This is an optimization exercise on Yosys and OpenROAD, whose aim is small area, a short achievable clock period and few clock cycles per item, not a production implementation.
At most, simulation tests tie the RTL to the original design; equivalence was not proved.
No functional check of the RTL was part of run 3.
Power figures rest on the tool's default switching activity, not on a simulated workload.

<file path="flow/design.v">
`timescale 1ns / 1ps
package dgws_pkg;
   localparam int PHASE_FRAC_BITS  = 16;
   localparam int SINE_TABLE_DEPTH = 256;
   localparam int COUNT_BITS     = 17;
   localparam int DUTY_BITS      = 7;
   localparam int KIND_BITS      = 3;
   localparam int CODE_BITS      = 12;
   localparam int CSR_INDEX_BITS = 2;
   localparam int CSR_DATA_BITS  = 17;
   localparam int REQ_DATA_BITS  = 24;
   localparam int RSP_DATA_BITS  = 16;
   localparam int WINDOW_BITS = COUNT_BITS + DUTY_BITS;
   localparam int QUAD_REM_BITS   = PHASE_FRAC_BITS - 2;
   localparam int SINE_ENTRY_BITS = 11;
   localparam int SINE_IDX_BITS   = $clog2(SINE_TABLE_DEPTH + 1);
   localparam int SINE_ADDR_BITS  = $clog2(SINE_TABLE_DEPTH);
   localparam logic [CODE_BITS-1:0]     CODE_MAX     = 12'd4095;
   localparam logic [CODE_BITS-1:0]     SINE_MID     = 12'd2047;
   localparam logic [COUNT_BITS-1:0]    PERIOD_RESET = 17'd1000;
   localparam logic [DUTY_BITS-1:0]     DUTY_RESET   = 7'd50;
   localparam logic [63:0]              HALF_PI_Q30  = 64'd1686629713;
   typedef enum logic [KIND_BITS-1:0] {
      WAVE_SQUARE,
      WAVE_SINE,
      WAVE_TRIANGLE,
      WAVE_FLAT_TOP,
      WAVE_SAWTOOTH
   } wave_kind_type;
   typedef enum logic [CSR_INDEX_BITS-1:0] {
      CSR_PERIOD,
      CSR_DUTY,
      CSR_KIND
   } csr_index_type;
   typedef enum logic [1:0] {
      FLAT_RISE,
      FLAT_HOLD,
      FLAT_FALL
   } flat_seg_type;
   typedef struct packed {
      logic valid;
      logic win;
      logic sat;
   } item_tag_type;
   function automatic logic [SINE_ENTRY_BITS-1:0] sine_entry(input logic [SINE_ADDR_BITS-1:0] a);
      case (a)
         8'd0: sine_entry = 11'd13; 8'd1: sine_entry = 11'd25; 8'd2: sine_entry = 11'd38; 8'd3: sine_entry = 11'd50; 8'd4: sine_entry = 11'd63; 8'd5: sine_entry = 11'd75; 8'd6: sine_entry = 11'd88; 8'd7: sine_entry = 11'd100;
         8'd8: sine_entry = 11'd113; 8'd9: sine_entry = 11'd126; 8'd10: sine_entry = 11'd138; 8'd11: sine_entry = 11'd151; 8'd12: sine_entry = 11'd163; 8'd13: sine_entry = 11'd176; 8'd14: sine_entry = 11'd188; 8'd15: sine_entry = 11'd201;
         8'd16: sine_entry = 11'd213; 8'd17: sine_entry = 11'd226; 8'd18: sine_entry = 11'd238; 8'd19: sine_entry = 11'd251; 8'd20: sine_entry = 11'd263; 8'd21: sine_entry = 11'd275; 8'd22: sine_entry = 11'd288; 8'd23: sine_entry = 11'd300;
         8'd24: sine_entry = 11'd313; 8'd25: sine_entry = 11'd325; 8'd26: sine_entry = 11'd338; 8'd27: sine_entry = 11'd350; 8'd28: sine_entry = 11'd362; 8'd29: sine_entry = 11'd375; 8'd30: sine_entry = 11'd387; 8'd31: sine_entry = 11'd399;
         8'd32: sine_entry = 11'd412; 8'd33: sine_entry = 11'd424; 8'd34: sine_entry = 11'd436; 8'd35: sine_entry = 11'd449; 8'd36: sine_entry = 11'd461; 8'd37: sine_entry = 11'd473; 8'd38: sine_entry = 11'd485; 8'd39: sine_entry = 11'd497;
         8'd40: sine_entry = 11'd510; 8'd41: sine_entry = 11'd522; 8'd42: sine_entry = 11'd534; 8'd43: sine_entry = 11'd546; 8'd44: sine_entry = 11'd558; 8'd45: sine_entry = 11'd570; 8'd46: sine_entry = 11'd582; 8'd47: sine_entry = 11'd594;
         8'd48: sine_entry = 11'd606; 8'd49: sine_entry = 11'd618; 8'd50: sine_entry = 11'd630; 8'd51: sine_entry = 11'd642; 8'd52: sine_entry = 11'd654; 8'd53: sine_entry = 11'd666; 8'd54: sine_entry = 11'd678; 8'd55: sine_entry = 11'd690;
         8'd56: sine_entry = 11'd701; 8'd57: sine_entry = 11'd713; 8'd58: sine_entry = 11'd725; 8'd59: sine_entry = 11'd737; 8'd60: sine_entry = 11'd748; 8'd61: sine_entry = 11'd760; 8'd62: sine_entry = 11'd772; 8'd63: sine_entry = 11'd783;
         8'd64: sine_entry = 11'd795; 8'd65: sine_entry = 11'd807; 8'd66: sine_entry = 11'd818; 8'd67: sine_entry = 11'd830; 8'd68: sine_entry = 11'd841; 8'd69: sine_entry = 11'd852; 8'd70: sine_entry = 11'd864; 8'd71: sine_entry = 11'd875;
         8'd72: sine_entry = 11'd887; 8'd73: sine_entry = 11'd898; 8'd74: sine_entry = 11'd909; 8'd75: sine_entry = 11'd920; 8'd76: sine_entry = 11'd932; 8'd77: sine_entry = 11'd943; 8'd78: sine_entry = 11'd954; 8'd79: sine_entry = 11'd965;
         8'd80: sine_entry = 11'd976; 8'd81: sine_entry = 11'd987; 8'd82: sine_entry = 11'd998; 8'd83: sine_entry = 11'd1009; 8'd84: sine_entry = 11'd1020; 8'd85: sine_entry = 11'd1031; 8'd86: sine_entry = 11'd1042; 8'd87: sine_entry = 11'd1052;
         8'd88: sine_entry = 11'd1063; 8'd89: sine_entry = 11'd1074; 8'd90: sine_entry = 11'd1085; 8'd91: sine_entry = 11'd1095; 8'd92: sine_entry = 11'd1106; 8'd93: sine_entry = 11'd1116; 8'd94: sine_entry = 11'd1127; 8'd95: sine_entry = 11'd1137;
         8'd96: sine_entry = 11'd1148; 8'd97: sine_entry = 11'd1158; 8'd98: sine_entry = 11'd1168; 8'd99: sine_entry = 11'd1179; 8'd100: sine_entry = 11'd1189; 8'd101: sine_entry = 11'd1199; 8'd102: sine_entry = 11'd1209; 8'd103: sine_entry = 11'd1219;
         8'd104: sine_entry = 11'd1229; 8'd105: sine_entry = 11'd1239; 8'd106: sine_entry = 11'd1249; 8'd107: sine_entry = 11'd1259; 8'd108: sine_entry = 11'd1269; 8'd109: sine_entry = 11'd1279; 8'd110: sine_entry = 11'd1289; 8'd111: sine_entry = 11'd1299;
         8'd112: sine_entry = 11'd1308; 8'd113: sine_entry = 11'd1318; 8'd114: sine_entry = 11'd1328; 8'd115: sine_entry = 11'd1337; 8'd116: sine_entry = 11'd1347; 8'd117: sine_entry = 11'd1356; 8'd118: sine_entry = 11'd1365; 8'd119: sine_entry = 11'd1375;
         8'd120: sine_entry = 11'd1384; 8'd121: sine_entry = 11'd1393; 8'd122: sine_entry = 11'd1402; 8'd123: sine_entry = 11'd1411; 8'd124: sine_entry = 11'd1421; 8'd125: sine_entry = 11'd1430; 8'd126: sine_entry = 11'd1439; 8'd127: sine_entry = 11'd1447;
         8'd128: sine_entry = 11'd1456; 8'd129: sine_entry = 11'd1465; 8'd130: sine_entry = 11'd1474; 8'd131: sine_entry = 11'd1483; 8'd132: sine_entry = 11'd1491; 8'd133: sine_entry = 11'd1500; 8'd134: sine_entry = 11'd1508; 8'd135: sine_entry = 11'd1517;
         8'd136: sine_entry = 11'd1525; 8'd137: sine_entry = 11'd1533; 8'd138: sine_entry = 11'd1542; 8'd139: sine_entry = 11'd1550; 8'd140: sine_entry = 11'd1558; 8'd141: sine_entry = 11'd1566; 8'd142: sine_entry = 11'd1574; 8'd143: sine_entry = 11'd1582;
         8'd144: sine_entry = 11'd1590; 8'd145: sine_entry = 11'd1598; 8'd146: sine_entry = 11'd1606; 8'd147: sine_entry = 11'd1614; 8'd148: sine_entry = 11'd1621; 8'd149: sine_entry = 11'd1629; 8'd150: sine_entry = 11'd1637; 8'd151: sine_entry = 11'd1644;
         8'd152: sine_entry = 11'd1652; 8'd153: sine_entry = 11'd1659; 8'd154: sine_entry = 11'd1666; 8'd155: sine_entry = 11'd1674; 8'd156: sine_entry = 11'd1681; 8'd157: sine_entry = 11'd1688; 8'd158: sine_entry = 11'd1695; 8'd159: sine_entry = 11'd1702;
         8'd160: sine_entry = 11'd1709; 8'd161: sine_entry = 11'd1716; 8'd162: sine_entry = 11'd1723; 8'd163: sine_entry = 11'd1729; 8'd164: sine_entry = 11'd1736; 8'd165: sine_entry = 11'd1743; 8'd166: sine_entry = 11'd1749; 8'd167: sine_entry = 11'd1756;
         8'd168: sine_entry = 11'd1762; 8'd169: sine_entry = 11'd1769; 8'd170: sine_entry = 11'd1775; 8'd171: sine_entry = 11'd1781; 8'd172: sine_entry = 11'd1787; 8'd173: sine_entry = 11'd1793; 8'd174: sine_entry = 11'd1799; 8'd175: sine_entry = 11'd1805;
         8'd176: sine_entry = 11'd1811; 8'd177: sine_entry = 11'd1817; 8'd178: sine_entry = 11'd1823; 8'd179: sine_entry = 11'd1828; 8'd180: sine_entry = 11'd1834; 8'd181: sine_entry = 11'd1840; 8'd182: sine_entry = 11'd1845; 8'd183: sine_entry = 11'd1850;
         8'd184: sine_entry = 11'd1856; 8'd185: sine_entry = 11'd1861; 8'd186: sine_entry = 11'd1866; 8'd187: sine_entry = 11'd1871; 8'd188: sine_entry = 11'd1876; 8'd189: sine_entry = 11'd1881; 8'd190: sine_entry = 11'd1886; 8'd191: sine_entry = 11'd1891;
         8'd192: sine_entry = 11'd1896; 8'd193: sine_entry = 11'd1901; 8'd194: sine_entry = 11'd1905; 8'd195: sine_entry = 11'd1910; 8'd196: sine_entry = 11'd1914; 8'd197: sine_entry = 11'd1919; 8'd198: sine_entry = 11'd1923; 8'd199: sine_entry = 11'd1927;
         8'd200: sine_entry = 11'd1932; 8'd201: sine_entry = 11'd1936; 8'd202: sine_entry = 11'd1940; 8'd203: sine_entry = 11'd1944; 8'd204: sine_entry = 11'd1948; 8'd205: sine_entry = 11'd1951; 8'd206: sine_entry = 11'd1955; 8'd207: sine_entry = 11'd1959;
         8'd208: sine_entry = 11'd1962; 8'd209: sine_entry = 11'd1966; 8'd210: sine_entry = 11'd1969; 8'd211: sine_entry = 11'd1973; 8'd212: sine_entry = 11'd1976; 8'd213: sine_entry = 11'd1979; 8'd214: sine_entry = 11'd1983; 8'd215: sine_entry = 11'd1986;
         8'd216: sine_entry = 11'd1989; 8'd217: sine_entry = 11'd1992; 8'd218: sine_entry = 11'd1994; 8'd219: sine_entry = 11'd1997; 8'd220: sine_entry = 11'd2000; 8'd221: sine_entry = 11'd2003; 8'd222: sine_entry = 11'd2005; 8'd223: sine_entry = 11'd2008;
         8'd224: sine_entry = 11'd2010; 8'd225: sine_entry = 11'd2012; 8'd226: sine_entry = 11'd2015; 8'd227: sine_entry = 11'd2017; 8'd228: sine_entry = 11'd2019; 8'd229: sine_entry = 11'd2021; 8'd230: sine_entry = 11'd2023; 8'd231: sine_entry = 11'd2025;
         8'd232: sine_entry = 11'd2027; 8'd233: sine_entry = 11'd2028; 8'd234: sine_entry = 11'd2030; 8'd235: sine_entry = 11'd2032; 8'd236: sine_entry = 11'd2033; 8'd237: sine_entry = 11'd2035; 8'd238: sine_entry = 11'd2036; 8'd239: sine_entry = 11'd2037;
         8'd240: sine_entry = 11'd2038; 8'd241: sine_entry = 11'd2039; 8'd242: sine_entry = 11'd2040; 8'd243: sine_entry = 11'd2041; 8'd244: sine_entry = 11'd2042; 8'd245: sine_entry = 11'd2043; 8'd246: sine_entry = 11'd2044; 8'd247: sine_entry = 11'd2045;
         8'd248: sine_entry = 11'd2045; 8'd249: sine_entry = 11'd2046; 8'd250: sine_entry = 11'd2046; 8'd251: sine_entry = 11'd2046; 8'd252: sine_entry = 11'd2047; 8'd253: sine_entry = 11'd2047; 8'd254: sine_entry = 11'd2047; 8'd255: sine_entry = 11'd2047;
         default: sine_entry = '0;
      endcase
   endfunction
endpackage
`timescale 1ns / 1ps
module dgws_div_step (
   input  logic [16:0] rem,       
   input  logic [16:0] npe,       
   output logic [16:0] rem_out,
   output logic        q
);
   logic [17:0] s;
   logic [18:0] d;
   always_comb begin
      s       = {rem, 1'b0};
      d       = {1'b0, s} - {2'b00, ~npe};
      q       = !d[18];
      rem_out = q ? d[16:0] : s[16:0];
   end
endmodule
`timescale 1ns / 1ps
module dgws_shape_a (
   input  logic [15:0] ph,
   input  logic [2:0]  kind,
   output logic [15:0] f,         
   output logic        flat_fall,
   output logic        tri_fall,
   output logic        hold_max   
);
   logic [18:0] p5;
   logic [7:0]  idx;
   logic        z;
   logic [7:0]  addr;
   logic [10:0] mag;
   always_comb begin
      p5    = {3'b000, ph} + {1'b0, ph, 2'b00};
      idx   = ph[13:6];
      z     = !ph[14] && (idx == 8'd0);
      addr  = ph[14] ? ~idx : (idx - 8'd1);
      mag   = z ? 11'd0 : dgws_pkg::sine_entry(addr);
      flat_fall = 1'b0;
      tri_fall  = 1'b0;
      hold_max  = 1'b0;
      case (kind)
         3'd1: f = {4'b0, ph[15], mag};
         3'd2: begin
            f        = {ph[14:0], 1'b0};
            tri_fall = ph[15];
            hold_max = ph[15] && (ph[14:0] == 15'd0);
         end
         3'd3: begin
            f         = p5[15:0];
            flat_fall = p5[18];
            hold_max  = !p5[18] && (p5[17:16] != 2'b00);
         end
         3'd4: f = ph;
         default: begin
            f        = ph;
            hold_max = 1'b1;
         end
      endcase
   end
endmodule
module dgws_shape_b (
   input  logic [15:0] f,
   input  logic        flat_fall,
   input  logic        tri_fall,
   input  logic        hold_max,
   input  logic        win,
   input  logic [2:0]  kind,
   output logic [11:0] code
);
   logic        borrow;
   logic [11:0] m;
   logic [11:0] y;
   logic [11:0] sine_code;
   logic [11:0] shape;
   always_comb begin
      borrow    = (f[3:0] < f[15:12]) || ((f[3:0] == f[15:12]) && (f[11:0] != 12'd0));
      m         = tri_fall ? ~f[15:4] : f[15:4];
      y         = m - {11'd0, borrow ^ tri_fall};
      sine_code = f[11] ? {1'b0, ~f[10:0]} : (12'd2047 + {1'b0, f[10:0]});
      if (kind == 3'd1)        shape = sine_code;
      else if (kind[2:1] == 2'b11 || kind == 3'd5) shape = 12'd0;
      else if (hold_max)       shape = 12'd4095;
      else if (flat_fall)      shape = ~y;
      else                     shape = y;
      code = win ? shape : 12'd0;
   end
endmodule
`timescale 1ns / 1ps
module duty_gated_waveform_sample (
   input  logic                                   clock,
   input  logic                                   reset,
   input  logic                                   req_tvalid,
   output logic                                   req_tready,
   input  logic [dgws_pkg::REQ_DATA_BITS-1:0]     req_tdata,   
   output logic                                   rsp_tvalid,
   input  logic                                   rsp_tready,
   output logic [dgws_pkg::RSP_DATA_BITS-1:0]     rsp_tdata,   
   output logic                                   rsp_tuser,   
   input  logic                                   csr_we,
   input  logic [dgws_pkg::CSR_INDEX_BITS-1:0]    csr_index,
   input  logic [dgws_pkg::CSR_DATA_BITS-1:0]     csr_wdata
);
   localparam int NS = 16;   
   logic [16:0] pe_ff;
   logic [3:0][16:0] npe_cp;
   logic [6:0]  duty_ff;
   logic [2:0]  kind_ff;
   logic        wr_pe, wr_duty;
   assign wr_pe   = csr_we && (csr_index == 2'd0);
   assign wr_duty = csr_we && (csr_index == 2'd1);
   always_ff @(posedge clock) begin
      if (reset) begin
         pe_ff   <= 17'd1000;
         duty_ff <= 7'd50;
         kind_ff <= 3'd0;
      end else begin
         if (wr_pe)   pe_ff   <= (csr_wdata == 17'd0) ? 17'd1 : csr_wdata;
         if (wr_duty) duty_ff <= csr_wdata[6:0];
         if (csr_we && csr_index == 2'd2) kind_ff <= csr_wdata[2:0];
      end
   end
   always_ff @(posedge clock) begin
      npe_cp <= {npe_cp[2:0], ~pe_ff};
   end
   logic [4:0]  thr_cnt;
   logic [17:0] thr_ff;
   logic [6:0]  thr_rem;
   logic [1:0]  thr_dig_ff;
   logic        thr_bit_ff;
   logic [16:0] pe_new;
   logic [31:0] thr_pad;
   logic [8:0]  thr_t;
   logic [9:0]  thr_m1, thr_m2, thr_m3;
   logic [1:0]  thr_dig;
   logic [6:0]  thr_rem_in;
   always_comb begin
      pe_new  = wr_pe ? ((csr_wdata == 17'd0) ? 17'd1 : csr_wdata) : pe_ff;
      thr_pad = {15'd0, pe_ff};
      thr_t   = {1'b0, thr_rem, 1'b0} + (thr_bit_ff ? {2'b00, duty_ff} : 9'd0);
      thr_m1  = {1'b0, thr_t} - 10'd100;
      thr_m2  = {1'b0, thr_t} - 10'd200;
      thr_m3  = {1'b0, thr_t} - 10'd300;
      if (!thr_m3[9])      begin thr_dig = 2'd3; thr_rem_in = thr_m3[6:0]; end
      else if (!thr_m2[9]) begin thr_dig = 2'd2; thr_rem_in = thr_m2[6:0]; end
      else if (!thr_m1[9]) begin thr_dig = 2'd1; thr_rem_in = thr_m1[6:0]; end
      else                 begin thr_dig = 2'd0; thr_rem_in = thr_t[6:0];  end
   end
   always_ff @(posedge clock) begin
      if (reset) begin
         thr_cnt    <= 5'd0;
         thr_ff     <= 18'd500;
         thr_rem    <= 7'd0;
         thr_dig_ff <= 2'd0;
         thr_bit_ff <= 1'b0;
      end else if (wr_pe || wr_duty) begin
         thr_cnt    <= 5'd18;
         thr_ff     <= 18'd0;
         thr_rem    <= 7'd0;
         thr_dig_ff <= 2'd0;
         thr_bit_ff <= pe_new[16];
      end else if (thr_cnt != 5'd0) begin
         thr_cnt    <= thr_cnt - 5'd1;
         thr_ff     <= {thr_ff[16:0], 1'b0} + {16'd0, thr_dig_ff};
         thr_rem    <= thr_rem_in;
         thr_dig_ff <= (thr_cnt == 5'd1) ? 2'd0 : thr_dig;
         thr_bit_ff <= (thr_cnt >= 5'd3) && thr_pad[5'(thr_cnt - 5'd3)];
      end
   end
   logic adv;
   logic rdy_ff;
   logic accept;
   logic out_v, sk_v;
   logic [12:0] out_d, sk_d;
   assign adv        = !sk_v;
   assign req_tready = rdy_ff;
   assign accept     = req_tvalid && rdy_ff && !reset;
   logic        v0, w0;
   logic [16:0] c0;
   logic [16:0] cin;
   assign cin = req_tdata[16:0];
   always_ff @(posedge clock) begin
      if (reset)    v0 <= 1'b0;
      else if (adv) v0 <= accept;
   end
   always_ff @(posedge clock) begin
      if (adv) begin
         c0 <= (cin >= pe_ff) ? pe_ff : cin;
         w0 <= ({1'b0, cin} <= thr_ff);
      end
   end
   logic [NS:1]         dv, dw;
   logic [NS-1:1][16:0] drem;
   logic [NS:1][15:0]   dq;
   for (genvar k = 1; k <= NS; k++) begin : g_div
      logic [16:0] rin, rout;
      logic        qb;
      logic [15:0] qin;
      logic        vin, win_in;
      if (k == 1) begin : g_first
         assign rin    = c0;
         assign qin    = 16'd0;
         assign vin    = v0;
         assign win_in = w0;
      end else begin : g_next
         assign rin    = drem[k-1];
         assign qin    = dq[k-1];
         assign vin    = dv[k-1];
         assign win_in = dw[k-1];
      end
      dgws_div_step u_step (.rem(rin), .npe(npe_cp[(k-1)/4]), .rem_out(rout), .q(qb));
      always_ff @(posedge clock) begin
         if (reset)    dv[k] <= 1'b0;
         else if (adv) dv[k] <= vin;
      end
      always_ff @(posedge clock) begin
         if (adv) begin
            dw[k] <= win_in;
            dq[k] <= {qin[14:0], qb};
            if (k < NS) drem[k] <= rout;
         end
      end
   end
   logic [15:0] sa_f;
   logic        sa_fall, sa_tri, sa_max;
   logic [15:0] sf_f;
   logic        sf_fall, sf_tri, sf_max, sf_w, sf_v;
   dgws_shape_a u_sa (.ph(dq[NS]), .kind(kind_ff), .f(sa_f), .flat_fall(sa_fall), .tri_fall(sa_tri),
                  .hold_max(sa_max));
   always_ff @(posedge clock) begin
      if (reset)    sf_v <= 1'b0;
      else if (adv) sf_v <= dv[NS];
   end
   always_ff @(posedge clock) begin
      if (adv) begin
         sf_f    <= sa_f;
         sf_fall <= sa_fall;
         sf_tri  <= sa_tri;
         sf_max  <= sa_max;
         sf_w    <= dw[NS];
      end
   end
   logic [11:0] sb_code;
   dgws_shape_b u_sb (.f(sf_f), .flat_fall(sf_fall), .tri_fall(sf_tri), .hold_max(sf_max), .win(sf_w),
                      .kind(kind_ff), .code(sb_code));
   logic take;
   logic out_load;
   assign take     = out_v && rsp_tready;
   assign out_load = !out_v || rsp_tready;
   always_ff @(posedge clock) begin
      if (reset) begin
         out_v  <= 1'b0;
         sk_v   <= 1'b0;
         rdy_ff <= 1'b1;
      end else begin
         if (sk_v) begin
            if (out_load) begin
               out_v <= 1'b1;
               sk_v  <= 1'b0;
            end
         end else if (out_load) begin
            out_v <= sf_v;
         end else begin
            sk_v <= sf_v;
         end
         rdy_ff <= (sk_v ? out_load : (out_load || !sf_v)) &&
                   !(wr_pe || wr_duty) && (thr_cnt <= 5'd1);
      end
   end
   always_ff @(posedge clock) begin
      if (out_load) out_d <= sk_v ? sk_d : {sf_w, sb_code};
      if (!sk_v)    sk_d  <= {sf_w, sb_code};
   end
   assign rsp_tvalid = out_v;
   assign rsp_tdata  = {4'b0000, out_d[11:0]};
   assign rsp_tuser  = out_d[12];
endmodule
</file>
<file path="flow/run.sh">
#!/bin/bash
# synth_recipe.tcl (not shown) runs the flow's synth.tcl, then flattens the netlist and writes it again
# the make line also repeats each setting of config.mk as NAME=value (left out here)
make -C /OpenROAD-flow-scripts/flow DESIGN_CONFIG=/design/flow/config.mk WORK_HOME=/design/flow/orfs CLKGATE_MAP_FILE= SYNTH_SCRIPT=/design/flow/synth_recipe.tcl finish
</file>
<file path="flow/config.mk">
export PLATFORM = sky130hd
export DESIGN_NAME = duty_gated_waveform_sample
export DESIGN_NICKNAME = duty_gated_waveform_sample
export VERILOG_FILES = /design/flow/design.v
export SDC_FILE = /design/flow/constraint.sdc
export NUM_CORES = 4
export LEC_CHECK = 0
export CAP_MARGIN = 20
export CORE_MARGIN = 2
export CORE_UTILIZATION = 65
export CTS_BUF_LIST = sky130_fd_sc_hd__clkbuf_8
export SETUP_SLACK_MARGIN = 3.85
export SLEW_MARGIN = 20
export TNS_END_PERCENT = 20
</file>
<file path="flow/constraint.sdc">
create_clock -name core_clock -period 7.0 [get_ports {clock}]
set_input_delay 1.4000 -clock core_clock [delete_from_list [all_inputs] [get_ports {clock}]]
set_output_delay 1.4000 -clock core_clock [all_outputs]
set_load 0.01 [all_outputs]
</file>
==> out/qor.csv, run 1 <==
stage,metric,value,unit
detailed_routing,dr.pass1.iters,6,
grt,grt_pass1_wl,158000,um
clocking,numCtsBuffers,98,
finish,multiInputGateArea,22300,um^2
sta,max_freq,0.309,GHz
worst_setup_path,cp_top_family,compound AO/OA/AOI/OAI gates,
detailed_routing,wl_per_cell,21.1,um
detailed_routing,ant_nets,0,
power,pwr-share-comb,55.5,%
sta,tightest_slew,1.05,ns
worst_setup_path,worst_setup_path_start_kind,flip-flop,
placed_design,dp_slack,2.48,ns
worst_setup_path,worstPathRequired,7.45,ns
sta,timing.final.crit_share,46.3,%
power,peakVddDrop,0.000336,V
sta,rsz0062_at_grt,yes,
placed_design,place_congestion,0.925,
worst_setup_path,crit_fanout,30,
clocking,htree_levels,3,
grt,globalRouteOverflowTotal,0,
sta,relSlewSlack,29.7,%
synth,ys_seq_area_share,42.7,%
power,power_frac_clock,14.7,%
clocking,clk_latency,0.71,ns
sta,hold_viol,0,
sta,fin_worst_skew,0.0433,ns
detailed_routing,drtIter0Drc,2861,
clocking,cts.sinks,620,
clocking,clk_pin_slew,0.07,ns
sta,setup_ws,3.76,ns
synth,synth_enable_flop_cells,458,
floorplanning,initial_utilization,65.8,%
status,status,finished clean,
grt,grt_max_degree,192,
worst_hold_path,worst_hold_path_type,flip-flop to flip-flop,
synth,yosys_warnings,4,
worst_setup_path,slowest_stage,fa_1,
floorplanning,ioPinCount,67,
grt,antenna_found_initial,2,
grt,grt_pass1_vias,30200,
power,intPower,0.0132,W
power,power.share.sequential,29.8,%
synth,synth-seq-cells,620,
synth,yosys.area.top_type,edfxtp_1,
worst_setup_path,crit_path_cell_trace,clkinvlp_4 > fa_1 > nor2b_1 > o21ai_0 > a21oi_2 > o311ai_4 > a31oi_2 > a41o_1 > o21ai_1 > buf_6 > inv_1 > mux2_2,
worst_setup_path,cp_data_arrival_time,3.69,ns
synth,ys_top_cells_by_area,"edfxtp_1 35%, ha_1 11%, dfxtp_1 8.1%",
detailed_routing,vias,30800,
placed_design,port_buffers,55,
worst_setup_path,critPathKind,flip-flop to flip-flop,
finish,drive_above_1_share,17.4,%
power,p_sw,0.00926,W
sta,report.final.slew_viol_count,0,
power,power,0.0224,W
synth,yosysUniqueCellTypes,101,
finish,regArea,17000,um^2
synth,synth.avg_cell_area,10.6,um^2
finish,finalNetCount,4305,
clocking,cts_tree,built,
finish,fillCellCount,4030,
detailed_routing,vias_per_cell,6.47,
worst_setup_path,crit_buf_inv,3,
clocking,root_buffer,clkbuf_8,
power,power_leakage,17.3,nW
placed_design,hpwl,68500,um
floorplanning,core_region_area,60500,um^2
floorplanning,die_y,251,um
flow_run,cap_violations,0,
synth,synth_ff_type,edfxtp_1,
synth,synth_area,39800,um^2
floorplanning,fp.dieW,251,um
sta,finalSetupViolations,0,
grt,grt.total_usage,30.8,%
floorplanning,num_rows,90,
power,pwr_density_cell,503,nW/um^2
synth,synth_top_cell_area_share,34.6,%
synth,async_flop_share,0,%
clocking,cts_max_path_buffers,3,
clocking,cts_hold_buf,0,
worst_setup_path,critPathMaxStageDelay,0.45,ns
floorplanning,fp.dieArea,63200,um^2
power,swShare,41.3,%
worst_setup_path,end_kind,flip-flop,
detailed_routing,drc,0,
finish,synthToLayoutAreaGrowth,12.0,%
detailed_routing,routed_wl,100000,um
sta,final.min_clock_period,3.24,ns
synth,synth_cells,3756,
## cells in the mapped netlist, drive strengths merged, types with 24 or more instances
library cell  count
edfxtp          458
ha              343
nor2            335
o21ai           275
a21oi           243
nand2           194
xnor2           189
dfxtp           162
mux2            156
inv             129
nand3            99
xor2             89
buf              84
a21o             75
o21a             74
nor3             72
o31ai            67
clkbuf           64
a211oi           60
nor2b            50
a31oi            41
mux2i            33
and2             32
o211ai           32
nand2b           29
a211o            24
## power by group through the flow
stage	registers, W	clock network (W)	logic [W]
final	0.00668	0.00330	0.0125
after global routing	0.00681	0.00351	0.0135
after CTS	0.00665	0.00336	0.0117
after detailed placement	0.00674	0	0.0109
after global placement	0.00667	0	0.0106
after floorplan	0.00636	0	0.00887
## cell type report
class | instances | area share, %
timing repair buffer | 176 | 3.60
multi-input combinational | 2870 | 50.0
sequential | 620 | 38.2
tap | 782 | 2.20
clock buffer | 111 | 3.43
clock inverter | 74 | 1.32
antenna | 1 | 0.00562
inverter | 131 | 1.20
## per-stage QoR
| step | cell area, um^2 | util, % | setup TNS, ns | cells | hold slack (ns) |
|---|---|---|---|---|---|
| floorplan | 39800 | - | -236.09 | 3759 | 0.362 |
| global placement | 40700 | 67.3 | 0 | 4472 | 0.402 |
| detailed placement | 40700 | 67.3 | 0 | 4472 | 0.405 |
| CTS | 43700 | 72.3 | 0 | 4712 | 0.395 |
| global route | 44600 | 73.7 | 0 | 4765 | 0.393 |
| finish | 44600 | 73.7 | 0 | 4765 | 0.399 |
## placed cells by master (no fill, tap or decap), types with 50 or more instances in the layout
cell type	netlist	routed
a211oi_1	59	55
a21o_1	75	74
a21oi_1	232	222
buf_4	12	101
clkbuf_8	0	111
clkdlybuf4s50_1	0	50
dfxtp_1	162	145
edfxtp_1	458	458
ha_1	343	322
inv_1	129	134
mux2_2	129	128
nand2_1	192	186
nand3_1	99	97
nor2_1	332	315
nor3_1	70	68
o21a_1	73	72
o21ai_0	254	242
o31ai_1	55	53
xnor2_1	187	185
xor2_1	88	87
## worst register-to-register path: stages, from the launching register on
cell,delay (ns)
dfxtp_4,0.41
clkinvlp_4,0.20
fa_1,0.45
nor2b_1,0.14
o21ai_0,0.15
a21oi_2,0.28
o311ai_4,0.14
a31oi_2,0.20
a41o_1,0.24
o21ai_1,0.09
buf_6,0.18
inv_1,0.16
mux2_2,0.36
## registers in the layout, indices dropped and copies added, names as in the netlist, 16 cells and up
register  count
dw           16
sf_f         16
drem        255
npe_cp       68
c0           17
dv           16
dq          136
thr_ff       18
pe_ff        17
## repair_timing
| item | in CTS | in global routing |
|---|---|---|
| resized for setup | 129 | 108 |
| endpoints found under the setup margin | 307 | 225 |
| pin swaps | 30 | 40 |
| gates cloned | 7 | 7 |
| hold endpoints to repair | 0 | 0 |
| buffers inserted | 48 | 45 |
## logic make-up after synthesis
kind of cell | synth area share (%)
buffers and inverters | 3.40
AOI/OAI and AO/OA | 18.9
muxes | 5.73
and+or+nand+nor | 11.5
other | 0.00942
DFF | 42.7
adders and majority gates | 11.6
xor gates and xnor gates | 6.17
## routing by layer
metal / share of wire (%) / GRT usage [%] / routed length [um]
met5: 0.013 / 0 / 13
met4: 3.5 / 11.6 / 3500
met3: 6.5 / 4.46 / 6530
met2: 48 / 51.7 / 48300
met1: 42 / 40.6 / 42100
## final timing paths
| kind | start | to | slack (ns) | cells past startpoint |
|---|---|---|---|---|
| worst min register to register | dq[135] | dq[152] | 0.40 | 0 |
| worst max-delay path | npe_cp[35] | drem[180] | 3.76 | 12 |
| worst min-delay path | dq[135] | dq[152] | 0.40 | 0 |
| worst max register to register | npe_cp[35] | drem[180] | 3.76 | 12 |
Testbench counts, summed over its fixed seeds: cycles 20,880, items 19,200.
==> inputs of run 2 (changes only) <==
--- a/flow/config.mk
+++ b/flow/config.mk
@@ -11,4 +11,4 @@
 export CTS_BUF_LIST = sky130_fd_sc_hd__clkbuf_8
-export SETUP_SLACK_MARGIN = 3.85
+export SETUP_SLACK_MARGIN = 4.0
 export SLEW_MARGIN = 20
-export TNS_END_PERCENT = 20
+export TNS_END_PERCENT = 10
==> out/qor.csv, run 2 <==
stage,metric,value,unit
sta,holdWs,0.398,ns
sta,report.final.slew_viol_count,0,
finish,fillCellCount,3917,
grt,globalRouteOverflowTotal,0,
floorplanning,fp.dieArea,63200,um^2
flow_run,cap_violations,0,
synth,yosysUniqueCellTypes,101,
synth,yosysMostFrequentCell,edfxtp_1,
synth,async_flop_share,0,%
grt,grt_pass1_vias,30500,
placed_design,port_buffers,55,
power,power_leakage,17.6,nW
worst_setup_path,end_kind,flip-flop,
sta,hold_viol,0,
clocking,cts_max_path_buffers,3,
grt,antenna_found_initial,2,
placed_design,place_congestion,0.925,
sta,max_freq,0.308,GHz
worst_hold_path,worst_hold_path_type,flip-flop to flip-flop,
synth,synth_ff_type,edfxtp_1,
clocking,cts_tree,built,
synth,synth-seq-cells,620,
floorplanning,initial_utilization,65.8,%
detailed_routing,wl_per_cell,21.3,um
synth,synth_enable_flop_cells,458,
sta,fin_worst_skew,0.0420,ns
finish,fin_area,45300,um^2
clocking,root_buffer,clkbuf_8,
floorplanning,num_rows,90,
clocking,clk_pin_slew,0.07,ns
clocking,numCtsBuffers,98,
power,peakVddDrop,0.000360,V
sta,final.min_clock_period,3.24,ns
worst_setup_path,crit_buf_inv,4,
worst_setup_path,worstPathRequired,7.44,ns
clocking,htree_levels,3,
clocking,clk_latency,0.71,ns
detailed_routing,drc,0,
worst_setup_path,cp_top_family,compound AO/OA/AOI/OAI gates,
worst_setup_path,cp_data_arrival_time,3.68,ns
sta,relSlewSlack,29.4,%
worst_setup_path,crit_fanout,15,
detailed_routing,ant_nets,0,
synth,ys_top_cells_by_area,"edfxtp_1 35%, ha_1 11%, dfxtp_1 8.1%",
detailed_routing,vias,31000,
finish,finalNetCount,4340,
sta,rsz0062_at_grt,yes,
detailed_routing,routed_wl,102000,um
synth,yosys-top-cells-count,"458 x edfxtp_1, 343 x ha_1, 332 x nor2_1",
worst_setup_path,slowest_stage,fa_1,
worst_setup_path,critPathKind,flip-flop to flip-flop,
worst_setup_path,crit_path_cell_trace,clkinvlp_4 > buf_4 > fa_1 > nor2b_1 > o21ai_1 > a21oi_2 > o311ai_4 > a31oi_2 > a41o_1 > o21ai_2 > buf_6 > inv_2 > mux2_2,
grt,grt_pass1_wl,159000,um
synth,synth_area,39800,um^2
floorplanning,die_y,251,um
sta,setup_ws,3.76,ns
status,status,finished clean,
floorplanning,core_region_area,60500,um^2
detailed_routing,vias_per_cell,6.47,
synth,synth_top_cell_area_share,34.6,%
synth,yosys_warnings,4,
clocking,cts.sinks,620,
finish,layout_commonest_cell,edfxtp_1,
detailed_routing,dr.pass1.iters,6,
detailed_routing,drtIter0Drc,2720,
finish,synthToLayoutAreaGrowth,13.9,%
floorplanning,ioPinCount,67,
placed_design,dp_slack,2.48,ns
worst_setup_path,critPathMaxStageDelay,0.43,ns
floorplanning,fp.dieW,251,um
synth,synth_cells,3756,
synth,ys_seq_area_share,42.7,%
grt,grt.total_usage,31.1,%
grt,grt_max_degree,192,
synth,synth.avg_cell_area,10.6,um^2
finish,largest_register_ffs,255,
synth,yosys.area.top_type,edfxtp_1,
placed_design,placed_area,40700,um^2
worst_setup_path,worst_setup_path_start_kind,flip-flop,
power,pwr_density_cell,506,nW/um^2
placed_design,hpwl,68500,um
finish,drive_above_1_share,19.5,%
sta,tightest_slew,1.06,ns
sta,finalSetupViolations,0,
finish,mostFrequentLayoutCells,"458 x edfxtp_1, 316 x nor2_1, 313 x ha_1",
sta,fin_tns_setup,0,ns
sta,timing.final.crit_share,46.3,%
==> run 2: layout make-up <==
cell class	instances	area [um^2]	area share, %
sequential	620	17000	37.6
clock buffer	111	1530	3.37
clock inverter	74	588	1.30
antenna	1	2.50	0.00552
timing repair buffer	212	1920	4.24
tap	782	978	2.16
inverter	131	539	1.19
multi-input combinational	2869	22700	50.1
==> run 2: per-stage QoR <==
stage / power [W] / instances / util, %
3_5_place_dp: 0.0177 / 4472 / 67.3
4_1_cts: 0.0220 / 4737 / 73.2
2_1_floorplan: 0.0152 / 3759 / -
6_report: 0.0229 / 4800 / 75.0
5_1_grt: 0.0243 / 4800 / 75.0
3_3_place_gp: 0.0172 / 4472 / 67.3
==> run 2: metal layers <==
| layer | up-vias | routed length, um | GRT usage (%) |
|---|---|---|---|
| met1 | 15000 | 43000 | 40.9 |
| met3 | 283 | 6440 | 4.73 |
| li1 | 14500 | - | - |
| met2 | 1194 | 49300 | 52.1 |
| met4 | 2 | 3480 | 12.1 |
| met5 | - | 13 | 0 |
==> run 2: worst paths after layout <==
path                    from   endpoint  slack (ns)  cells after the start
setup reg to reg  npe_cp[34]  drem[197]        3.76                     13
setup / recovery  npe_cp[34]  drem[197]        3.76                     13
hold reg to reg      dq[135]    dq[152]        0.40                      0
hold / removal       dq[135]    dq[152]        0.40                      0
==> run 2: kinds of logic after synthesis <==
logic type	Yosys count	share of synthesized area [%]
adders and majority gates	360	11.6
DFF	620	42.7
other	1	0.00942
buffers and inverters	279	3.40
muxes	194	5.73
AOI/OAI and AO/OA	1082	18.9
and+or+nand+nor	942	11.5
xor gates and xnor gates	278	6.17
==> run 2: where the power goes <==
group	internal, W	switching [W]	leakage, nW
clock network	0.00181	0.00151	1.18
registers	0.00583	0.000862	6.05
logic	0.00586	0.00707	10.4
total	0.0135	0.00944	17.6
==> run 2: timing repair <==
item                       in CTS  in global routing
resized for setup             203                143
hold buffers                    0                  0
setup endpoints to repair     332                427
cloned                          9                  7
setup buffers                  71                 55
pin swaps                      53                 81
==> inputs of run 3 (changes only) <==
--- a/flow/design.v
+++ b/flow/design.v
@@ -85,13 +85,27 @@
    input  logic [16:0] rem,       
-   input  logic [16:0] npe,       
+   input  logic [16:0] pe,        
+   input  logic [18:0] pe3,       
    output logic [16:0] rem_out,
-   output logic        q
+   output logic [1:0]  digit
 );
-   logic [17:0] s;
-   logic [18:0] d;
+   logic [18:0] a;
+   logic [19:0] d1, d2, d3;
    always_comb begin
-      s       = {rem, 1'b0};
-      d       = {1'b0, s} - {2'b00, ~npe};
-      q       = !d[18];
-      rem_out = q ? d[16:0] : s[16:0];
+      a  = {rem, 2'b00};
+      d1 = {1'b0, a} - {3'b000, pe};
+      d2 = {1'b0, a} - {2'b00, pe, 1'b0};
+      d3 = {1'b0, a} - {1'b0, pe3};
+      if (!d3[19]) begin
+         digit   = 2'd3;
+         rem_out = d3[16:0];
+      end else if (!d2[19]) begin
+         digit   = 2'd2;
+         rem_out = d2[16:0];
+      end else if (!d1[19]) begin
+         digit   = 2'd1;
+         rem_out = d1[16:0];
+      end else begin
+         digit   = 2'd0;
+         rem_out = a[16:0];
+      end
    end
@@ -102,5 +116,4 @@
    input  logic [2:0]  kind,
-   output logic [15:0] f,         
+   output logic [16:0] f,         
    output logic        flat_fall,
-   output logic        tri_fall,
    output logic        hold_max   
@@ -108,2 +121,3 @@
    logic [18:0] p5;
+   logic [16:0] two_t;
    logic [7:0]  idx;
@@ -114,2 +128,3 @@
       p5    = {3'b000, ph} + {1'b0, ph, 2'b00};
+      two_t = ph[15] ? 17'(18'h20000 - {1'b0, ph, 1'b0}) : {ph, 1'b0};
       idx   = ph[13:6];
@@ -119,13 +134,8 @@
       flat_fall = 1'b0;
-      tri_fall  = 1'b0;
       hold_max  = 1'b0;
       case (kind)
-         3'd1: f = {4'b0, ph[15], mag};
-         3'd2: begin
-            f        = {ph[14:0], 1'b0};
-            tri_fall = ph[15];
-            hold_max = ph[15] && (ph[14:0] == 15'd0);
-         end
+         3'd1: f = {5'b0, ph[15], mag};
+         3'd2: f = two_t;
          3'd3: begin
-            f         = p5[15:0];
+            f         = {1'b0, p5[15:0]};
             flat_fall = p5[18];
@@ -133,5 +143,5 @@
          end
-         3'd4: f = ph;
+         3'd4: f = {1'b0, ph};
          default: begin
-            f        = ph;
+            f        = {1'b0, ph};
             hold_max = 1'b1;
@@ -142,5 +152,4 @@
 module dgws_shape_b (
-   input  logic [15:0] f,
+   input  logic [16:0] f,
    input  logic        flat_fall,
-   input  logic        tri_fall,
    input  logic        hold_max,
@@ -150,4 +159,3 @@
 );
-   logic        borrow;
-   logic [11:0] m;
+   logic [28:0] prod;
    logic [11:0] y;
@@ -156,5 +164,4 @@
    always_comb begin
-      borrow    = (f[3:0] < f[15:12]) || ((f[3:0] == f[15:12]) && (f[11:0] != 12'd0));
-      m         = tri_fall ? ~f[15:4] : f[15:4];
-      y         = m - {11'd0, borrow ^ tri_fall};
+      prod      = {f, 12'b0} - {12'b0, f};
+      y         = prod[27:16];
       sine_code = f[11] ? {1'b0, ~f[10:0]} : (12'd2047 + {1'b0, f[10:0]});
@@ -183,7 +190,7 @@
 );
-   localparam int NS = 16;   
+   localparam int NS = 8;    
    logic [16:0] pe_ff;
-   logic [3:0][16:0] npe_cp;
    logic [6:0]  duty_ff;
    logic [2:0]  kind_ff;
+   logic [18:0] pe3_ff;
    logic        wr_pe, wr_duty;
@@ -203,3 +210,3 @@
    always_ff @(posedge clock) begin
-      npe_cp <= {npe_cp[2:0], ~pe_ff};
+      pe3_ff <= {2'b00, pe_ff} + {1'b0, pe_ff, 1'b0};
    end
@@ -208,21 +215,13 @@
    logic [6:0]  thr_rem;
-   logic [1:0]  thr_dig_ff;
-   logic        thr_bit_ff;
-   logic [16:0] pe_new;
-   logic [31:0] thr_pad;
+   logic        thr_bit;
    logic [8:0]  thr_t;
-   logic [9:0]  thr_m1, thr_m2, thr_m3;
    logic [1:0]  thr_dig;
-   logic [6:0]  thr_rem_in;
+   logic [8:0]  thr_sub;
    always_comb begin
-      pe_new  = wr_pe ? ((csr_wdata == 17'd0) ? 17'd1 : csr_wdata) : pe_ff;
-      thr_pad = {15'd0, pe_ff};
-      thr_t   = {1'b0, thr_rem, 1'b0} + (thr_bit_ff ? {2'b00, duty_ff} : 9'd0);
-      thr_m1  = {1'b0, thr_t} - 10'd100;
-      thr_m2  = {1'b0, thr_t} - 10'd200;
-      thr_m3  = {1'b0, thr_t} - 10'd300;
-      if (!thr_m3[9])      begin thr_dig = 2'd3; thr_rem_in = thr_m3[6:0]; end
-      else if (!thr_m2[9]) begin thr_dig = 2'd2; thr_rem_in = thr_m2[6:0]; end
-      else if (!thr_m1[9]) begin thr_dig = 2'd1; thr_rem_in = thr_m1[6:0]; end
-      else                 begin thr_dig = 2'd0; thr_rem_in = thr_t[6:0];  end
+      thr_bit = pe_ff[thr_cnt - 5'd1];
+      thr_t   = {1'b0, thr_rem, 1'b0} + (thr_bit ? {2'b00, duty_ff} : 9'd0);
+      if (thr_t >= 9'd300)      begin thr_dig = 2'd3; thr_sub = 9'd300; end
+      else if (thr_t >= 9'd200) begin thr_dig = 2'd2; thr_sub = 9'd200; end
+      else if (thr_t >= 9'd100) begin thr_dig = 2'd1; thr_sub = 9'd100; end
+      else                      begin thr_dig = 2'd0; thr_sub = 9'd0;   end
    end
@@ -230,19 +229,13 @@
       if (reset) begin
-         thr_cnt    <= 5'd0;
-         thr_ff     <= 18'd500;
-         thr_rem    <= 7'd0;
-         thr_dig_ff <= 2'd0;
-         thr_bit_ff <= 1'b0;
+         thr_cnt <= 5'd0;
+         thr_ff  <= 18'd500;
+         thr_rem <= 7'd0;
       end else if (wr_pe || wr_duty) begin
-         thr_cnt    <= 5'd18;
-         thr_ff     <= 18'd0;
-         thr_rem    <= 7'd0;
-         thr_dig_ff <= 2'd0;
-         thr_bit_ff <= pe_new[16];
+         thr_cnt <= 5'd17;
+         thr_ff  <= 18'd0;
+         thr_rem <= 7'd0;
       end else if (thr_cnt != 5'd0) begin
-         thr_cnt    <= thr_cnt - 5'd1;
-         thr_ff     <= {thr_ff[16:0], 1'b0} + {16'd0, thr_dig_ff};
-         thr_rem    <= thr_rem_in;
-         thr_dig_ff <= (thr_cnt == 5'd1) ? 2'd0 : thr_dig;
-         thr_bit_ff <= (thr_cnt >= 5'd3) && thr_pad[5'(thr_cnt - 5'd3)];
+         thr_cnt <= thr_cnt - 5'd1;
+         thr_ff  <= {thr_ff[16:0], 1'b0} + {16'd0, thr_dig};
+         thr_rem <= 7'(thr_t - thr_sub);
       end
@@ -257,6 +250,4 @@
    assign accept     = req_tvalid && rdy_ff && !reset;
-   logic        v0, w0;
+   logic        v0;
    logic [16:0] c0;
-   logic [16:0] cin;
-   assign cin = req_tdata[16:0];
    always_ff @(posedge clock) begin
@@ -266,9 +257,6 @@
    always_ff @(posedge clock) begin
-      if (adv) begin
-         c0 <= (cin >= pe_ff) ? pe_ff : cin;
-         w0 <= ({1'b0, cin} <= thr_ff);
-      end
+      if (adv) c0 <= req_tdata[16:0];
    end
    logic [NS:1]         dv, dw;
-   logic [NS-1:1][16:0] drem;
+   logic [NS:1][16:0]   drem;
    logic [NS:1][15:0]   dq;
@@ -276,3 +264,3 @@
       logic [16:0] rin, rout;
-      logic        qb;
+      logic [1:0]  dig;
       logic [15:0] qin;
@@ -280,8 +268,16 @@
       if (k == 1) begin : g_first
+         logic sat;
+         logic [16:0] r1;
+         logic [1:0]  d1;
+         assign sat    = (c0 >= pe_ff);
          assign rin    = c0;
+         dgws_div_step u_step (.rem(rin), .pe(pe_ff), .pe3(pe3_ff), .rem_out(r1), .digit(d1));
+         assign rout   = sat ? pe_ff : r1;
+         assign dig    = sat ? 2'b11 : d1;
          assign qin    = 16'd0;
          assign vin    = v0;
-         assign win_in = w0;
+         assign win_in = ({1'b0, c0} <= thr_ff);
       end else begin : g_next
          assign rin    = drem[k-1];
+         dgws_div_step u_step (.rem(rin), .pe(pe_ff), .pe3(pe3_ff), .rem_out(rout), .digit(dig));
          assign qin    = dq[k-1];
@@ -290,3 +286,2 @@
       end
-      dgws_div_step u_step (.rem(rin), .npe(npe_cp[(k-1)/4]), .rem_out(rout), .q(qb));
       always_ff @(posedge clock) begin
@@ -298,3 +293,3 @@
             dw[k] <= win_in;
-            dq[k] <= {qin[14:0], qb};
+            dq[k] <= {qin[13:0], dig};
             if (k < NS) drem[k] <= rout;
@@ -303,8 +298,7 @@
    end
-   logic [15:0] sa_f;
-   logic        sa_fall, sa_tri, sa_max;
-   logic [15:0] sf_f;
-   logic        sf_fall, sf_tri, sf_max, sf_w, sf_v;
-   dgws_shape_a u_sa (.ph(dq[NS]), .kind(kind_ff), .f(sa_f), .flat_fall(sa_fall), .tri_fall(sa_tri),
-                  .hold_max(sa_max));
+   logic [16:0] sa_f;
+   logic        sa_fall, sa_max;
+   logic [16:0] sf_f;
+   logic        sf_fall, sf_max, sf_w, sf_v;
+   dgws_shape_a u_sa (.ph(dq[NS]), .kind(kind_ff), .f(sa_f), .flat_fall(sa_fall), .hold_max(sa_max));
    always_ff @(posedge clock) begin
@@ -317,3 +311,2 @@
          sf_fall <= sa_fall;
-         sf_tri  <= sa_tri;
          sf_max  <= sa_max;
@@ -323,3 +316,3 @@
    logic [11:0] sb_code;
-   dgws_shape_b u_sb (.f(sf_f), .flat_fall(sf_fall), .tri_fall(sf_tri), .hold_max(sf_max), .win(sf_w),
+   dgws_shape_b u_sb (.f(sf_f), .flat_fall(sf_fall), .hold_max(sf_max), .win(sf_w),
                       .kind(kind_ff), .code(sb_code));
--- a/flow/config.mk
+++ b/flow/config.mk
@@ -9,6 +9,3 @@
 export CORE_MARGIN = 2
-export CORE_UTILIZATION = 65
-export CTS_BUF_LIST = sky130_fd_sc_hd__clkbuf_8
-export SETUP_SLACK_MARGIN = 4.0
+export CORE_UTILIZATION = 40
 export SLEW_MARGIN = 20
-export TNS_END_PERCENT = 10
==> out/qor.csv, run 3 <==
stage,metric,value,unit
sta,finalSetupViolations,0,
floorplanning,initial_utilization,40.3,%
detailed_routing,routed_wl,118000,um
sta,final.min_clock_period,6.30,ns
sta,hold_viol,0,
sta,timing.final.crit_share,89.9,%
synth,yosys-top-cells-count,"481 x ha_1, 392 x a21oi_1, 375 x nor2_1",
synth,synthSimpleGateAreaFrac,16.2,%
clocking,root_buffer,clkbuf_16,
grt,grt_pass1_wl,184000,um
detailed_routing,wl_per_cell,20.7,um
floorplanning,core_region_area,93200,um^2
power,pwr_density_cell,464,nW/um^2
synth,ys_top_cells_by_area,"edfxtp_1 20%, ha_1 16%, xnor2_1 5.6%",
detailed_routing,dr.pass1.iters,8,
worst_setup_path,critPathMaxStageDelay,0.59,ns
synth,async_flop_share,0,%
clocking,htree_levels,2,
worst_setup_path,critPathKind,flip-flop to flip-flop,
finish,finalNetCount,4967,
detailed_routing,vias_per_cell,6.05,
clocking,cts_resized,0,
sta,fin_worst_skew,0.0360,ns
worst_setup_path,r2r_start,thr_cnt[0],
finish,synthToLayoutAreaGrowth,9.45,%
synth,synth.avg_cell_area,8.48,um^2
clocking,cts_tree,built,
synth,synth.mux.area_fraction,3.67,%
grt,grt.total_usage,24.1,%
clocking,cts.sinks,351,
worst_setup_path,worstPathRequired,7.52,ns
synth,yosys_warnings,4,
floorplanning,fp.dieW,310,um
worst_setup_path,cp_top_family,simple AND/OR/NAND/NOR gates,
worst_setup_path,crit_fanout,9,
sta,rsz0062_at_grt,no,
detailed_routing,vias,34600,
synth,synth_enable_flop_cells,249,
synth,synth_fa_ha_area_share,16.6,%
synth,yosysUniqueCellTypes,106,
placed_design,port_buffers,55,
worst_setup_path,cp_data_arrival_time,6.81,ns
detailed_routing,drtIter0Drc,3156,
synth,synth-seq-cells,351,
worst_setup_path,crit_buf_inv,2,
synth,yosysMostFrequentCell,ha_1,
clocking,cts_hold_buf,0,
grt,grt_pass1_vias,32300,
synth,synth_xor_area_share,8.14,%
power,peakVddDrop,0.000498,V
sta,report.final.slew_viol_count,0,
synth,synth_cells,4430,
power,power,0.0191,W
synth,synth-compound-area-share,26.4,%
synth,yosys.area.top_type,edfxtp_1,
flow_run,cap_violations,0,
synth,ys_seq_area_share,25.3,%
clocking,postCtsSetupBuffers,0,
finish,layout_commonest_cell,ha_1,
floorplanning,num_rows,112,
synth,synth_top_family_by_area,compound AO/OA/AOI/OAI gates,
worst_hold_path,worst_hold_path_type,flip-flop to flip-flop,
detailed_routing,drc,0,
status,status,finished clean,
worst_setup_path,cp-startpoint,thr_cnt[0],
sta,max_freq,0.159,GHz
grt,antenna_found_initial,1,
sta,tightest_slew,1.04,ns
finish,drive_above_1_share,5.98,%
clocking,clk_latency,0.62,ns
worst_setup_path,slowest_stage,dfxtp_1,
finish,mostFrequentLayoutCells,"481 x ha_1, 390 x a21oi_1, 374 x nor2_1",
finish,fillCellCount,9206,
synth,synth_top_cell_area_share,19.9,%
synth,synth_area,37600,um^2
placed_design,place_congestion,0.948,
worst_setup_path,end_kind,flip-flop,
sta,relSlewSlack,30.3,%
floorplanning,ioPinCount,67,
clocking,cts_max_path_buffers,3,
clocking,numCtsBuffers,44,
detailed_routing,ant_nets,0,
worst_setup_path,worst_setup_path_start_kind,flip-flop,
floorplanning,die_y,310,um
sta,fin_tns_setup,0,ns
floorplanning,fp.dieArea,96300,um^2
worst_hold_path,min_from,dq[72],
grt,globalRouteOverflowTotal,0,
finish,largest_register_ffs,119,
clocking,clk_pin_slew,0.07,ns
placed_design,hpwl,85700,um
worst_setup_path,crit_top_cell,ha_1,
power,power_leakage,16.4,nW
grt,grt_max_degree,124,
synth,synth_ff_type,edfxtp_1,
finish,n_antenna_cell,0,
-- run 3: changes by cell type after synthesis, moves of 56 or more --
cell	before	now
nand2_1	192	318
nor3_1	70	126
a21oi_1	232	392
dfxtp_1	162	102
mux2_2	129	34
edfxtp_1	458	249
ha_1	343	481
-- run 3: path summary, 6_finish.rpt --
path,endpoint,slack [ns],cells after the start
worst max register to register,thr_ff[17],0.70,28
worst min register to register,dq[90],0.38,0
worst max-delay path,thr_ff[17],0.70,28
worst min-delay path,dq[90],0.38,0
-- run 3: cells by family (layout without fill, tap and decap cells) --
| group | after synthesis | in the layout |
|---|---|---|
| compound gates | 1501 | 1501 |
| simple gates | 1270 | 1270 |
| fa+ha+maj | 492 | 492 |
| flops | 351 | 351 |
| xor+xnor | 349 | 349 |
| buf+inv | 338 | 368 |
| mux | 128 | 128 |
| other cells | 1 | 4 |
-- run 3: where the power goes --
part	switching, W	total, W	internal (W)
clock	0.00100	0.00239	0.00139
sequential	0.000832	0.00412	0.00329
combinational	0.00722	0.0125	0.00533
-- run 3: layer usage --
layer | up-vias | routed length [um] | global-route usage (%)
met4 | 0 | 5810 | 10.9
li1 | 16800 | - | -
met5 | - | 0 | 0
met3 | 276 | 7670 | 3.04
met1 | 16300 | 52400 | 32.4
met2 | 1189 | 52200 | 38.5
-- run 3: worst register-to-register path: cells and delay by family (launching register included) --
kind	cells	cell delay (ns)
adders and majority gates	5	1.25
xor gates and xnor gates	1	0.14
buffers and inverters	2	0.21
AOI/OAI and AO/OA	8	1.52
DFF	1	0.59
muxes	3	0.74
and+or+nand+nor	9	1.75
-- run 3: layout make-up --
| type | instances | area (um^2) | area share (%) |
|---|---|---|---|
| Tap cell | 1254 | 1570 | 3.82 |
| Clock buffer | 51 | 1160 | 2.82 |
| Timing Repair Buffer | 124 | 1080 | 2.62 |
| Sequential cell | 351 | 9520 | 23.2 |
| Multi-Input combinational cell | 3744 | 26800 | 65.2 |
| Clock inverter | 31 | 368 | 0.895 |
| Inverter | 162 | 616 | 1.50 |
-- run 3: metrics by stage --
| step | hold slack (ns) | cell area, um^2 | utilization [%] | std cells | worst slack, ns |
|---|---|---|---|---|---|
| after floorplan | 0.400 | 37600 | - | 4433 | 0.703 |
| after global placement | 0.400 | 39500 | 42.4 | 5635 | 0.646 |
| after detailed placement | 0.405 | 39500 | 42.4 | 5635 | 0.640 |
| after CTS | 0.386 | 41100 | 44.1 | 5717 | 0.608 |
| after global routing | 0.374 | 41100 | 44.1 | 5717 | 0.00493 |
| final | 0.385 | 41100 | 44.1 | 5717 | 0.704 |

==> static timing again, ports no longer ideal <==
The flow's constraints put no driver on any port. The routed layouts listed below were extracted and timed again, unchanged, in two steps. Step 1: set_driving_cell puts a clkbuf_16 on clock and a buf_2 on each other input, an assumption about the parent block. Step 2 adds t to the input delays and takes it off the output delays; t is the mean of the earliest and latest rising clock arrival at the registers after step 1. Input paths then give back, and output paths get back, about the clock's delay inside the block. Slacks: ideal / step 1 / step 2; pairs: ideal / step 1.
| run | t, ns | setup slack, ns | clock arrival spread, ns |
|---|---|---|---|
| run 1 | 0.754 | 3.759 / 3.759 / 3.062 | 0.056 / 0.056 |
| run 2 | 0.752 | 3.757 / 3.757 / 3.074 | 0.056 / 0.056 |
| run 3 | 0.672 | 0.704 / 0.704 / 0.704 | 0.036 / 0.037 |
After both steps setup and hold are still met in every run listed. The setup slack of run 1, which loses most, moves by 0.000 ns with the drivers and by -0.697 ns with both steps.
